This design comes from an exercise in tuning for small area on the open sky130 flow, not from production work. Only simulation tests tie the RTL to the original design; equivalence was not proved. Power figures rest on the tool's default switching activity, not on a simulated workload.

## flow/config.mk

```make
export PLATFORM = sky130hd
export DESIGN_NAME = fano_decoder_top
export DESIGN_NICKNAME = fano_decoder_top
export VERILOG_FILES = /design/flow/design.v
export SDC_FILE = /design/flow/constraint.sdc
export NUM_CORES = 4
export LEC_CHECK = 0
export CAP_MARGIN = 20
export CORE_MARGIN = 2
export CORE_UTILIZATION = 40
export SLEW_MARGIN = 20
```

## flow/constraint.sdc

```tcl
create_clock -name core_clock -period 8.0 [get_ports {clk}]
set_input_delay 1.6000 -clock core_clock [delete_from_list [all_inputs] [get_ports {clk}]]
set_output_delay 1.6000 -clock core_clock [all_outputs]
set_load 0.01 [all_outputs]
```

## flow/design.v

```verilog
package fano_pkg;
    localparam int WINDOW_DEPTH = 64;
    localparam int CODE_LEN = 12;
    localparam logic [CODE_LEN-1:0] PARITY_POLY = 12'hB2D;
    localparam int PTR_W = $clog2(WINDOW_DEPTH);
    localparam int PTR_MAX = WINDOW_DEPTH - CODE_LEN;
    localparam int FWD_CNT_W = 12;
    localparam int METRIC_W = 16;
    localparam int BM_W = 6;
    localparam logic signed [BM_W-1:0] METRIC_MATCH = 6'sd1;
    localparam logic signed [BM_W-1:0] METRIC_MISS = -6'sd5;
    localparam logic signed [METRIC_W-1:0] DELTA_T = 16'sd4;
    localparam logic signed [METRIC_W-1:0] NORM_STEP = 16'sd256;
    localparam logic signed [METRIC_W-1:0] METRIC_MIN = {1'b1, {(METRIC_W-1){1'b0}}};
    typedef logic [PTR_W-1:0] ptr_t;
    typedef struct packed {
        logic d;
        logic p;
    } branch_t;
    typedef struct packed {
        logic                   vld;
        logic signed [BM_W-1:0] metric;
        logic                   dec;
    } bm_result_t;
    typedef struct packed {
        logic init;
        logic start_fwd_calc;
        logic start_back_calc;
        logic fwd_move;
        logic back_move;
        logic t_up;
        logic t_down;
        logic norm;
        logic mark_worst;
    } ctrl_cmd_t;
    typedef struct packed {
        logic ms_ge_t;
        logic mp_ge_t;
        logic mp_below_next;
        logic at_norm;
    } metric_flags_t;
endpackage
`timescale 1ns/1ps
import fano_pkg::*;
module fano_ctrl (
    input  logic                            clk,
    input  logic                            nlocal_rst,
    input  logic                            i_vld,
    input  fano_pkg::metric_flags_t         i_flags,
    input  logic                            i_worst_here,
    input  logic                            i_fwd_done,
    input  logic                            i_back_done,
    output fano_pkg::ctrl_cmd_t             o_cmd,
    output fano_pkg::ptr_t                  o_ptr,
    output logic [fano_pkg::FWD_CNT_W-1:0]  o_fwd_cnt
);
    typedef enum logic [2:0] {
        INIT,
        IDLE,
        METRIC_CALC,
        FORWARD_MOVE,
        BACKWARD_MOVE
    } state_t;
    state_t         state_q;
    state_t         state_d;
    logic           norm_en_q;
    logic           fwd_done_q;
    logic           back_done_q;
    logic           start_back_q;
    logic [PTR_W:0] ptr_sum;
    always_comb begin
        o_cmd = '0;
        o_cmd.start_back_calc = start_back_q;
        state_d = state_q;
        case (state_q)
            INIT: begin
                o_cmd.init = 1'b1;
                state_d = IDLE;
            end
            IDLE: begin
                if (i_flags.at_norm && norm_en_q) begin
                    o_cmd.norm = 1'b1;
                end
                if (o_ptr != '0) begin
                    o_cmd.start_fwd_calc = 1'b1;
                    state_d = METRIC_CALC;
                end
            end
            METRIC_CALC: begin
                if (fwd_done_q) begin
                    if (i_flags.ms_ge_t) begin
                        o_cmd.fwd_move = 1'b1;
                        state_d = FORWARD_MOVE;
                    end else if (i_flags.mp_ge_t) begin
                        o_cmd.back_move = 1'b1;
                        state_d = BACKWARD_MOVE;
                    end else begin
                        o_cmd.t_down = 1'b1;
                        state_d = IDLE;
                    end
                end
            end
            FORWARD_MOVE: begin
                o_cmd.t_up = i_flags.mp_below_next;
                state_d = IDLE;
            end
            BACKWARD_MOVE: begin
                if (back_done_q) begin
                    if (i_worst_here) begin
                        if (i_flags.mp_ge_t) begin
                            o_cmd.back_move = 1'b1;
                        end else begin
                            o_cmd.t_down = 1'b1;
                            state_d = IDLE;
                        end
                    end else begin
                        o_cmd.mark_worst = 1'b1;
                        o_cmd.start_fwd_calc = 1'b1;
                        state_d = METRIC_CALC;
                    end
                end
            end
            default: state_d = INIT;
        endcase
    end
    always_ff @(posedge clk) begin
        if (!nlocal_rst) begin
            state_q <= INIT;
            norm_en_q <= 1'b0;
            fwd_done_q <= 1'b0;
            back_done_q <= 1'b0;
            start_back_q <= 1'b0;
        end else begin
            state_q <= state_d;
            fwd_done_q <= i_fwd_done;
            back_done_q <= i_back_done;
            start_back_q <= o_cmd.back_move;
            if (o_cmd.init || state_q == METRIC_CALC) begin
                norm_en_q <= 1'b1;
            end else if (o_cmd.norm) begin
                norm_en_q <= 1'b0;
            end
        end
    end
    assign ptr_sum = {1'b0, o_ptr} + {{PTR_W{1'b0}}, i_vld} + {{PTR_W{1'b0}}, o_cmd.back_move}
                     - {{PTR_W{1'b0}}, o_cmd.fwd_move};
    always_ff @(posedge clk) begin
        if (!nlocal_rst || o_cmd.init) begin
            o_ptr <= '0;
        end else if (ptr_sum > PTR_MAX) begin
            o_ptr <= PTR_MAX[PTR_W-1:0];
        end else begin
            o_ptr <= ptr_sum[PTR_W-1:0];
        end
    end
    always_ff @(posedge clk) begin
        if (!nlocal_rst || o_cmd.init) begin
            o_fwd_cnt <= '0;
        end else if (o_cmd.fwd_move && o_fwd_cnt != '1) begin
            o_fwd_cnt <= o_fwd_cnt + 1'b1;
        end else if (o_cmd.back_move && o_fwd_cnt != '0) begin
            o_fwd_cnt <= o_fwd_cnt - 1'b1;
        end
    end
endmodule
`timescale 1ns/1ps
import fano_pkg::*;
module path_memory (
    input  logic                          clk,
    input  logic                          nlocal_rst,
    input  logic                          i_vld,
    input  fano_pkg::branch_t             i_branch,
    input  fano_pkg::ctrl_cmd_t           i_cmd,
    input  fano_pkg::ptr_t                i_ptr,
    input  logic                          i_fwd_bit,
    output logic [fano_pkg::CODE_LEN-1:0] o_fwd_hist,
    output logic [fano_pkg::CODE_LEN-1:0] o_back_hist,
    output fano_pkg::branch_t             o_fwd_branch,
    output fano_pkg::branch_t             o_back_branch,
    output logic                          o_fwd_worst,
    output logic                          o_back_worst,
    output logic                          o_worst_here,
    output logic                          o_vld,
    output logic                          o_dec_sym
);
    logic [WINDOW_DEPTH-1:0][1:0]     rx_win;
    logic [WINDOW_DEPTH-1:0]          dec_win;
    logic [WINDOW_DEPTH-1:0]          worst_win;
    logic [WINDOW_DEPTH-1:0]          dec_nxt;
    logic [WINDOW_DEPTH-1:0]          worst_nxt;
    logic [WINDOW_DEPTH+CODE_LEN-1:0] dec_ext;
    fano_pkg::ptr_t                             fwd_idx;
    fano_pkg::ptr_t                             wr_idx;
    assign fwd_idx = i_ptr - 1'b1;
    assign wr_idx = fwd_idx + {{(PTR_W-1){1'b0}}, i_vld};
    assign dec_ext = {{CODE_LEN{1'b0}}, dec_win};
    assign o_fwd_hist = dec_ext[i_ptr +: CODE_LEN];
    assign o_back_hist = dec_ext[i_ptr + 1 +: CODE_LEN];
    assign o_fwd_branch = rx_win[fwd_idx];
    assign o_back_branch = rx_win[i_ptr];
    assign o_back_worst = worst_win[i_ptr];
    assign o_worst_here = worst_win[fwd_idx];
    assign o_fwd_worst = i_cmd.mark_worst;
    always_comb begin
        dec_nxt = i_vld ? {dec_win[WINDOW_DEPTH-2:0], 1'b0} : dec_win;
        worst_nxt = i_vld ? {worst_win[WINDOW_DEPTH-2:0], 1'b0} : worst_win;
        if (i_cmd.fwd_move) begin
            dec_nxt[wr_idx] = i_fwd_bit;
        end
        if (i_cmd.mark_worst) begin
            worst_nxt[wr_idx] = 1'b1;
        end else if (i_cmd.start_fwd_calc) begin
            worst_nxt[wr_idx] = 1'b0;
        end
    end
    always_ff @(posedge clk) begin
        if (!nlocal_rst || i_cmd.init) begin
            dec_win <= '0;
            worst_win <= '0;
        end else begin
            dec_win <= dec_nxt;
            worst_win <= worst_nxt;
        end
    end
    always_ff @(posedge clk) begin
        if (i_vld) begin
            rx_win <= {rx_win[WINDOW_DEPTH-2:0], i_branch};
        end
    end
    always_ff @(posedge clk) begin
        if (!nlocal_rst) begin
            o_vld <= 1'b0;
            o_dec_sym <= 1'b0;
        end else begin
            o_vld <= i_vld;
            if (i_vld) begin
                o_dec_sym <= dec_win[WINDOW_DEPTH-1];
            end
        end
    end
endmodule
`timescale 1ns/1ps
import fano_pkg::*;
module branch_metric (
    input  logic                          clk,
    input  logic                          nlocal_rst,
    input  logic                          i_start,
    input  logic [fano_pkg::CODE_LEN-1:0] i_hist,
    input  fano_pkg::branch_t             i_rx,
    input  logic                          i_take_worst,
    output fano_pkg::bm_result_t          o_res
);
    fano_pkg::branch_t                hyp0;
    fano_pkg::branch_t                hyp1;
    logic                   s1_vld;
    logic signed [BM_W-1:0] s1_m0;
    logic signed [BM_W-1:0] s1_m1;
    logic                   s1_worst;
    logic                   pick;
    function automatic logic signed [BM_W-1:0] score(input logic [1:0] hyp, input logic [1:0] rx);
        logic signed [BM_W-1:0] sd;
        logic signed [BM_W-1:0] sp;
        sd = (hyp[1] == rx[1]) ? METRIC_MATCH : METRIC_MISS;
        sp = (hyp[0] == rx[0]) ? METRIC_MATCH : METRIC_MISS;
        score = sd + sp;
    endfunction
    assign hyp0.d = 1'b0;
    assign hyp0.p = ^({i_hist[CODE_LEN-2:0], 1'b0} & PARITY_POLY);
    assign hyp1.d = 1'b1;
    assign hyp1.p = ^({i_hist[CODE_LEN-2:0], 1'b1} & PARITY_POLY);
    always_ff @(posedge clk) begin
        if (!nlocal_rst) begin
            s1_vld <= 1'b0;
        end else begin
            s1_vld <= i_start;
        end
    end
    always_ff @(posedge clk) begin
        if (i_start) begin
            s1_m0 <= score(hyp0, i_rx);
            s1_m1 <= score(hyp1, i_rx);
            s1_worst <= i_take_worst;
        end
    end
    assign pick = (s1_m1 > s1_m0) ^ s1_worst;
    always_ff @(posedge clk) begin
        if (!nlocal_rst) begin
            o_res.vld <= 1'b0;
        end else begin
            o_res.vld <= s1_vld;
        end
    end
    always_ff @(posedge clk) begin
        if (s1_vld) begin
            o_res.metric <= pick ? s1_m1 : s1_m0;
            o_res.dec <= pick;
        end
    end
endmodule
`timescale 1ns/1ps
import fano_pkg::*;
module path_metric_regs (
    input  logic                            clk,
    input  logic                            nlocal_rst,
    input  fano_pkg::ctrl_cmd_t             i_cmd,
    input  logic [fano_pkg::FWD_CNT_W-1:0]  i_fwd_cnt,
    input  fano_pkg::bm_result_t            i_fwd_res,
    input  fano_pkg::bm_result_t            i_back_res,
    output fano_pkg::metric_flags_t         o_flags
);
    logic signed [METRIC_W-1:0] t_q;
    logic signed [METRIC_W-1:0] mc_q;
    logic signed [METRIC_W-1:0] mp_q;
    logic signed [METRIC_W-1:0] ms_q;
    logic signed [METRIC_W-1:0] fwd_bm;
    logic signed [METRIC_W-1:0] back_bm;
    assign fwd_bm = {{(METRIC_W-BM_W){i_fwd_res.metric[BM_W-1]}}, i_fwd_res.metric};
    assign back_bm = {{(METRIC_W-BM_W){i_back_res.metric[BM_W-1]}}, i_back_res.metric};
    always_ff @(posedge clk) begin
        if (!nlocal_rst) begin
            t_q <= '0;
            mc_q <= '0;
            mp_q <= '0;
            ms_q <= '0;
        end else if (i_cmd.init) begin
            t_q <= '0;
            mc_q <= '0;
            ms_q <= '0;
            mp_q <= METRIC_MIN;
        end else begin
            if (i_cmd.t_down) begin
                t_q <= t_q - DELTA_T;
            end else if (i_cmd.t_up) begin
                t_q <= t_q + DELTA_T;
            end else if (i_cmd.norm) begin
                t_q <= t_q >>> 1;
            end
            if (i_cmd.fwd_move) begin
                mp_q <= mc_q;
                mc_q <= ms_q;
            end else if (i_cmd.back_move) begin
                mc_q <= mp_q;
            end else if (i_cmd.norm) begin
                mp_q <= mp_q >>> 1;
                mc_q <= mc_q >>> 1;
            end else if (i_back_res.vld) begin
                if (i_fwd_cnt == '0) begin
                    mp_q <= METRIC_MIN;
                end else if (i_fwd_cnt == FWD_CNT_W'(1)) begin
                    mp_q <= '0;
                end else begin
                    mp_q <= mp_q - back_bm;
                end
            end
            if (i_fwd_res.vld) begin
                ms_q <= mc_q + fwd_bm;
            end else if (i_cmd.norm) begin
                ms_q <= ms_q >>> 1;
            end
        end
    end
    assign o_flags.ms_ge_t = ms_q >= t_q;
    assign o_flags.mp_ge_t = mp_q >= t_q;
    assign o_flags.mp_below_next = mp_q < t_q + DELTA_T;
    assign o_flags.at_norm = t_q == NORM_STEP;
endmodule
`timescale 1ns/1ps
import fano_pkg::*;
module fano_decoder_top (
    input  logic              clk,
    input  logic              nlocal_rst,
    input  logic              i_vld,
    input  logic [1:0]        i_branch,
    output logic              o_vld,
    output logic              o_dec_sym
);
    fano_pkg::ctrl_cmd_t              cmd;
    fano_pkg::ptr_t                   ptr;
    logic [FWD_CNT_W-1:0]   fwd_cnt;
    fano_pkg::metric_flags_t          flags;
    logic                   worst_here;
    logic [CODE_LEN-1:0]    fwd_hist;
    fano_pkg::branch_t                fwd_branch;
    logic                   fwd_worst;
    fano_pkg::bm_result_t             fwd_res;
    logic [CODE_LEN-1:0]    back_hist;
    fano_pkg::branch_t                back_branch;
    logic                   back_worst;
    fano_pkg::bm_result_t             back_res;
    fano_ctrl u_ctrl (
        .clk          (clk),
        .nlocal_rst   (nlocal_rst),
        .i_vld        (i_vld),
        .i_flags      (flags),
        .i_worst_here (worst_here),
        .i_fwd_done   (fwd_res.vld),
        .i_back_done  (back_res.vld),
        .o_cmd        (cmd),
        .o_ptr        (ptr),
        .o_fwd_cnt    (fwd_cnt)
    );
    path_memory u_path_memory (
        .clk           (clk),
        .nlocal_rst    (nlocal_rst),
        .i_vld         (i_vld),
        .i_branch      (i_branch),
        .i_cmd         (cmd),
        .i_ptr         (ptr),
        .i_fwd_bit     (fwd_res.dec),
        .o_fwd_hist    (fwd_hist),
        .o_back_hist   (back_hist),
        .o_fwd_branch  (fwd_branch),
        .o_back_branch (back_branch),
        .o_fwd_worst   (fwd_worst),
        .o_back_worst  (back_worst),
        .o_worst_here  (worst_here),
        .o_vld         (o_vld),
        .o_dec_sym     (o_dec_sym)
    );
    branch_metric fwd_bm (
        .clk          (clk),
        .nlocal_rst   (nlocal_rst),
        .i_start      (cmd.start_fwd_calc),
        .i_hist       (fwd_hist),
        .i_rx         (fwd_branch),
        .i_take_worst (fwd_worst),
        .o_res        (fwd_res)
    );
    branch_metric back_bm (
        .clk          (clk),
        .nlocal_rst   (nlocal_rst),
        .i_start      (cmd.start_back_calc),
        .i_hist       (back_hist),
        .i_rx         (back_branch),
        .i_take_worst (back_worst),
        .o_res        (back_res)
    );
    path_metric_regs u_metric_regs (
        .clk        (clk),
        .nlocal_rst (nlocal_rst),
        .i_cmd      (cmd),
        .i_fwd_cnt  (fwd_cnt),
        .i_fwd_res  (fwd_res),
        .i_back_res (back_res),
        .o_flags    (flags)
    );
endmodule
```

## flow/run.sh

```bash
#!/bin/bash
# synth_recipe.tcl (not shown) runs the flow's synth.tcl, then flattens the netlist and writes it again
# the make line also repeats each setting of config.mk as NAME=value (left out here)
make -C /OpenROAD-flow-scripts/flow DESIGN_CONFIG=/design/flow/config.mk WORK_HOME=/design/flow/orfs CLKGATE_MAP_FILE= SYNTH_SCRIPT=/design/flow/synth_recipe.tcl finish
```

==> impl_metrics.env <==
export IMPL_io_buffers=6
export IMPL_rsz0062_at_grt="no"
export IMPL_dr_pass1_iters=7
export IMPL_ys_async_sr_fraction=0
export IMPL_die_w_um=251
export IMPL_setup_tns_ns=0
export IMPL_clock_skew_ns=0.0393
export IMPL_row_count=90
export IMPL_synth_seq_cells=368
export IMPL_cts_root_buffer_cell="clkbuf_16"
export IMPL_synth_avg_cell_area_um2=9.93
export IMPL_nets=2493
export IMPL_synth_area_um2=24500
export IMPL_p_sw_mw=3.44
export IMPL_fmaxAchievable_mhz=174
export IMPL_grt_pass1_vias=19800
export IMPL_final_min_clock_period_ns=5.75
export IMPL_drv_slew=0
export IMPL_initial_core_util=0.405
export IMPL_hold_class="reg -> reg"
export IMPL_ys_seq_area_frac=0.360
export IMPL_p_seq_frac=0.279
export IMPL_grt_max_degree=85
export IMPL_grt_usage=0.226
export IMPL_cp_arrival_ns=6.26
export IMPL_setup_violations=0
export IMPL_yosysWarnings=4
export IMPL_first_iter_violations=2071
export IMPL_area_growth_pct=8.72
export IMPL_fin_hold_ws_ns=0.426
export IMPL_power_leakage_nw=9.41
export IMPL_numCtsBuffers=43
export IMPL_post_route_cells_drive_above_1_share=0.127
export IMPL_num_antenna_cells=0
export IMPL_status="finished clean"
export IMPL_intPower_mw=4.59
export IMPL_routabilityCongestion=0.930
export IMPL_crit_type="reg -> reg"
export IMPL_period_share=0.719
export IMPL_postCtsResizedCells=0
export IMPL_dieArea_um2=63200
export IMPL_ys_flop_type="dfxtp_1"
export IMPL_drt_wl_total_um=72100
export IMPL_htree_levels=2
export IMPL_final_cell_mix="228 x nor2_1, 228 x a21oi_1, 220 x dfxtp_1"
export IMPL_synth_edf_count=145
export IMPL_pin_count=7
export IMPL_overflow=0
export IMPL_synth_fp_nets=2580
export IMPL_p_clk_frac=0.256
export IMPL_via_per_inst=6.31
export IMPL_hold_buffers=0
export IMPL_antenna_found_initial=0
export IMPL_grt_first_pass_wirelength_um=114000
export IMPL_worstSetupStartpointType="flip-flop"
export IMPL_clock_sinks=368
export IMPL_cts_setup_buffers=0
export IMPL_clk_pin_slew_worst_paths_ns=0.06
export IMPL_clk_path_buf_depth=3
export IMPL_share_comb_of_total_power=0.465
export IMPL_path_max_fanout=35
export IMPL_swShare=0.428
export IMPL_power_density_nw_per_um2=301
export IMPL_critPathCaptureType="flip-flop"
export IMPL_required_ns=8.51
export IMPL_cts_tree="done"
export IMPL_wl_per_cell_um=22.6
export IMPL_drv_cap=0
export IMPL_ant_nets=0
export IMPL_relSlewSlack=0.185
export IMPL_worst_slew_pin_transition_ns=1.21
export IMPL_vias=20100
export IMPL_irDropWorstVdd_uv=313
export IMPL_hold_viol=0
export IMPL_clock_latency_ns=0.59
export IMPL_drc_errors=0
export IMPL_hpwl_um=50000
export IMPL_core_um2=60500
export IMPL_total_power_mw=8.02
export IMPL_ys_types=74
export IMPL_die_h_um=251
export IMPL_synth_cells=2466
-- cell families (layout without fill, tap and decap cells) --
logic type | count (synthesis) | count (layout) | share of synthesized area
AND/OR/NAND/NOR | 697 | 697 | 0.132
AO/OA/AOI/OAI | 610 | 610 | 0.161
flip-flops | 368 | 368 | 0.360
multiplexers | 339 | 339 | 0.216
buffers and inverters | 254 | 199 | 0.0423
adder cells (fa/ha/maj) | 109 | 109 | 0.0566
XOR/XNOR | 89 | 89 | 0.0324
-- cell type report --
| type | count | area (µm²) |
|---|---|---|
| tap | 782 | 978 |
| fill | 5635 | 33900 |
| multi-input combinational | 1844 | 14700 |
| inverter | 76 | 285 |
| clock buffer | 61 | 1260 |
| clock inverter | 16 | 201 |
| sequential | 368 | 8830 |
| timing repair buffer | 46 | 365 |
-- cell usage after synthesis, types with 14 or more instances --
cell type / n / area, µm²
nor2_1: 230 / 863
a21oi_1: 228 / 1140
dfxtp_1: 223 / 4460
nand2_1: 179 / 672
mux2i_1: 171 / 1710
mux4_2: 150 / 3380
edfxtp_1: 145 / 4350
clkbuf_1: 115 / 432
ha_1: 106 / 1330
o21ai_0: 100 / 500
inv_1: 71 / 267
xnor2_1: 63 / 552
a211oi_1: 59 / 443
nor3_1: 58 / 290
nand3_1: 55 / 275
buf_2: 38 / 190
nand2b_1: 34 / 213
and2_1: 29 / 181
nor2b_1: 29 / 181
a31oi_1: 26 / 163
xor2_1: 25 / 219
o32ai_1: 22 / 193
or3_1: 21 / 131
o311a_1: 20 / 200
a221oi_1: 18 / 158
mux2_2: 18 / 203
buf_1: 17 / 63.8
a222oi_1: 16 / 160
and3_1: 16 / 100
o221ai_1: 15 / 131
nand4_1: 14 / 87.6
-- power by group through the flow --
stage	Sequential (mW)	Clock, mW	Combinational (mW)
floorplan	2.21	0	2.54
global placement	2.27	0	3.57
detailed placement	2.28	0	3.63
CTS	2.24	2.09	3.64
global route	2.25	2.16	4.00
finish	2.24	2.05	3.73
-- per-layer routing --
layer	global-route usage	routed length [µm]	vias to the layer above
met5	0	0	-
met4	0.0852	2490	0
met3	0.0347	5060	144
met2	0.363	33200	837
met1	0.309	31300	9957
li1	-	-	9195
-- worst max-delay path, cell delays in order, from the launching register on --
cell       delay (ns)
dfxtp_4          0.75
buf_4            0.53
a21boi_1         0.24
xnor2_1          0.56
mux4_2           0.44
nor2b_1          0.17
a211oi_2         0.33
a2111oi_1        0.16
o21a_1           0.35
fa_1             0.47
fa_1             0.43
a21oi_1          0.16
nor2_1           0.05
nor2_1           0.15
o21bai_1         0.08
a21oi_1          0.18
xnor2_1          0.18
o31a_1           0.24
and3_1           0.17
-- metrics by stage --
| stage | setup WS (ns) | std cells | util | cell area [µm²] |
|---|---|---|---|---|
| 3_3_place_gp | 2.35 | 3115 | 0.416 | 25100 |
| 2_1_floorplan | 2.29 | 2466 | - | 24500 |
| 3_5_place_dp | 1.96 | 3115 | 0.416 | 25100 |
| 4_1_cts | 2.05 | 3192 | 0.440 | 26600 |
| 6_report | 2.25 | 3193 | 0.440 | 26600 |
| 5_1_grt | 1.83 | 3193 | 0.440 | 26600 |
-- flip-flops by register name (all words and copies together), names as in the netlist, 3 cells and up --
signal,cells
u_path_memory.rx_win,128
u_path_memory.dec_win,64
u_path_memory.worst_win,64
u_metric_regs.mc_q,16
u_metric_regs.mp_q,16
u_metric_regs.ms_q,16
u_metric_regs.t_q,16
u_ctrl.o_fwd_cnt,12
u_ctrl.o_ptr,6
fwd_bm.o_res,5
back_bm.o_res,4
back_bm.s1_m0,3
fwd_bm.s1_m0,3
u_ctrl.state_q,3
-- path summary, 6_finish.rpt --
kind / endpoint / cells after the start / slack [ns] / start
worst min register to register: fwd_bm.o_res[2]$_DFFE_PP_ / 0 / 0.43 / fwd_bm.s1_m0[1]$_DFFE_PP_
worst min-delay path: fwd_bm.o_res[2]$_DFFE_PP_ / 0 / 0.43 / fwd_bm.s1_m0[1]$_DFFE_PP_
worst max register to register: u_ctrl.o_ptr[1]$_SDFF_PP0_ / 18 / 2.25 / u_ctrl.o_ptr[0]$_SDFF_PP0_
worst max-delay path: u_ctrl.o_ptr[1]$_SDFF_PP0_ / 18 / 2.25 / u_ctrl.o_ptr[0]$_SDFF_PP0_

-- separate check: timing with driven ports --
In the flow no input, the clock included, has a driving cell. The finished layout below was timed again as built, in two steps.
Step 1 sets driving cells, clkbuf_16 on the clock port and buf_2 on the other inputs (assumed; they add their load-dependent delay and slew).
Step 2 moves the port delays by t, midway between the first and last clock arrival at a register: inputs arrive t later, outputs are due t later. That takes back most of the time a late clock gives input paths.
Slacks: no drivers / after step 1 / after step 2; pairs: no drivers / after step 1.
t, ns: 0.631
setup WS [ns]: 2.246 / 2.246 / 2.209
pins driven straight from the clock port: 1
After both steps this run still meets setup and hold. For this run, drivers alone change the setup slack by 0.000 ns; drivers and shift together by -0.037 ns.
